Source: an optimization exercise on an open RTL-to-GDS flow (aim: small area). Production flows keep margins and buffers that such runs may drop. Only simulation tests tie the RTL to the original design; equivalence was not proved. Power is estimated from default activity; no workload was simulated.

// reg_file_sb
module reg_file_sb #(
    parameter  int XLEN = 32,
    parameter  int NREG = 32,
    parameter  int NRD  = 2,
    localparam int AW   = $clog2(NREG)
) (
    input  logic                 clk,
    input  logic                 rst,
    input  logic [NRD*AW-1:0]    ra,
    output logic [NRD*XLEN-1:0]  rd,
    output logic [NRD-1:0]       rbusy,
    input  logic                 we0,
    input  logic                 we1,
    input  logic [AW-1:0]        wa0,
    input  logic [AW-1:0]        wa1,
    input  logic [XLEN-1:0]      wd0,
    input  logic [XLEN-1:0]      wd1,
    input  logic                 rsv_en,
    input  logic [AW-1:0]        rsv_addr,
    input  logic                 flush,
    output logic                 rsv_conflict
);
    logic [XLEN-1:0] r_data [NREG];
    logic [XLEN-1:0] w_d    [NREG];
    logic [NREG-1:0] r_vld;
    logic [NREG-1:0] r_busy;
    logic [NREG-1:0] w_busy_nxt;
    logic [XLEN-1:0] w_wd0p;
    logic [XLEN-1:0] w_wd1p;
    logic            r_phase;
    logic            r_rsv_conflict;
  ...
export LEC_CHECK = 0
export CAP_MARGIN = 10
export CELL_PAD_IN_SITES_DETAIL_PLACEMENT = 2
export CELL_PAD_IN_SITES_GLOBAL_PLACEMENT = 2
export CORE_MARGIN = 2
export CORE_UTILIZATION = 40
export PLACE_DENSITY = 0.5
export SETUP_SLACK_MARGIN = 0.3
export SLEW_MARGIN = 10
export SYNTH_HIERARCHICAL = 1
create_clock -name core_clock -period 8.0 [get_ports {clk}]
standard.sh (not shown) runs the stock make flow with config.mk's settings and CLKGATE_MAP_FILE= SYNTH_SCRIPT=/design/flow/synth_recipe.tcl, a recipe that flattens the netlist after the stock synthesis.
==> flow/flow/run.sh <==
#!/bin/bash
# Standard ORFS layout (the standard.sh, standard synthesis unchanged) with:
#  - ports buffered with the smallest buffer instead of the resizer's pick;
#  - clock tree built from clkbuf_16 leaf clusters of up to 25 sinks within
#    80 um, without dummy balancing loads.
# Each ORFS step writes its full log under orfs/logs/; make's output goes to
# standard.log.
set -euo pipefail
export BUFFER_PORTS_ARGS="-buffer_cell sky130_fd_sc_hd__buf_1"
export CTS_ARGS="-sink_clustering_enable -repair_clock_nets -dont_use_dummy_load -buf_list sky130_fd_sc_hd__clkbuf_16 -sink_clustering_size 25 -sink_clustering_max_diameter 80"
bash standard.sh > standard.log 2>&1
Then changed:
--- a/flow/config.mk
+++ b/flow/config.mk
@@ -10,5 +10,5 @@
 export CELL_PAD_IN_SITES_GLOBAL_PLACEMENT = 2
 export CORE_MARGIN = 2
-export CORE_UTILIZATION = 40
+export CORE_UTILIZATION = 30
 export PLACE_DENSITY = 0.5
 export SETUP_SLACK_MARGIN = 0.3
Wire length increases by 10%.
Cell area climbs by 2.3%.
Total power is higher by 4.6%.
Synthesized area is unchanged.
Clock skew increases by 3.3 ps.

========
Setup of run 1:
Another version of the RTL of reg_file_sb (not shown whole).
Size in the first run: roughly 3,900 cells after synthesis, about 1,100 flip-flops, about 0.045 mm2 of cells after synthesis.
// reg_file_sb
module reg_file_sb #(
    parameter  int XLEN = 32,
    parameter  int NREG = 32,
    parameter  int NRD  = 2,
    localparam int AW   = $clog2(NREG)
) (
    input  logic                 clk,
    input  logic                 rst,
    input  logic [NRD*AW-1:0]    ra,
    output logic [NRD*XLEN-1:0]  rd,
    output logic [NRD-1:0]       rbusy,
    input  logic                 we0,
    input  logic                 we1,
    input  logic [AW-1:0]        wa0,
    input  logic [AW-1:0]        wa1,
    input  logic [XLEN-1:0]      wd0,
    input  logic [XLEN-1:0]      wd1,
    input  logic                 rsv_en,
    input  logic [AW-1:0]        rsv_addr,
    input  logic                 flush,
    output logic                 rsv_conflict
);
export LEC_CHECK = 0
export CAP_MARGIN = 20
export CELL_PAD_IN_SITES_DETAIL_PLACEMENT = 1
export CELL_PAD_IN_SITES_GLOBAL_PLACEMENT = 1
export CORE_MARGIN = 2
export CORE_UTILIZATION = 50
export SETUP_SLACK_MARGIN = 0.3
export SLEW_MARGIN = 20
export SYNTH_HIERARCHICAL = 1
create_clock -name core_clock -period 8.0 [get_ports {clk}]
Scripts as last shown in full above: flow/flow/run.sh
Run 1: all stages complete, timing, DRC and antenna checks passed
The inputs of run 2 differ from those of run 1 as listed below.
Settings: CELL_PAD_IN_SITES_DETAIL_PLACEMENT now 2, was 1; CORE_UTILIZATION now 40, was 50; CELL_PAD_IN_SITES_GLOBAL_PLACEMENT now 2, was 1.
==> run notes <==
Against run 1, non-clock buffer count in run 2 fell slightly.
Taking run 1 as the reference, in run 2 sequential fraction of total cell area now smaller, count of sequential standard cells comparable, fmax now larger, worst setup slack now larger, post-route cell area now larger.
Compared with run 1, run 2 degrades internal power consumption.
Compared with run 1, in run 2 tightest slew margin relative to the limit moved up, clock period minus final worst setup slack fell 0.062 ns.
Input-level comparison between run 3 and run 2:
Settings: swapping 40 for 45 in CORE_UTILIZATION.
Notes after the runs:
Run 3: flow completed, timing, DRC and antenna clean. Run 3 vs run 2 — final clock skew rose 0.011 ns. For run 3, the cell at the slowest stage of the critical path was clkinv_1, unlike run 2, where it was nand4_1. Taking run 2 as the reference, in run 3 switching share of total power saw a decrease, routed via count has increased, final setup slack of the worst path went down, total placed instance area fell about 0.32%.

## port drivers added, routing unchanged
How much do the figures lean on ideal ports? The routed layouts below were timed once more, with nothing changed but the port constraints.
Step 1 assumes that a clkbuf_16 drives the clock port and a buf_2 every other input.
Step 2 also shifts input and output timing later by t, the mid clock arrival at the registers, as if the neighbouring blocks saw the same clock.
Slacks: no drivers / after step 1 / after step 2; pairs: no drivers / after step 1.
run | shift t [ns] | slack for setup (ns) | worst register clock-pin slew, ns | cell pins on the clock port's net
the first run of note 1 | 0.827 | 0.130 / 0.082 / 0.082 | 0.12 / 0.12 | 1
the second run of note 1 | 0.793 | 0.495 / 0.393 / 0.393 | 0.11 / 0.11 | 1
run 1 | 0.764 | 0.638 / 0.613 / 0.613 | 0.11 / 0.11 | 1
run 2 | 0.808 | 0.700 / 0.661 / 0.661 | 0.11 / 0.11 | 1
run 3 | 0.788 | 0.462 / 0.421 / 0.421 | 0.11 / 0.11 | 1
After both steps every run listed still meets setup and hold. The setup slack of the second run of note 1, which loses most, moves by -0.102 ns with the drivers and by -0.102 ns with both steps.
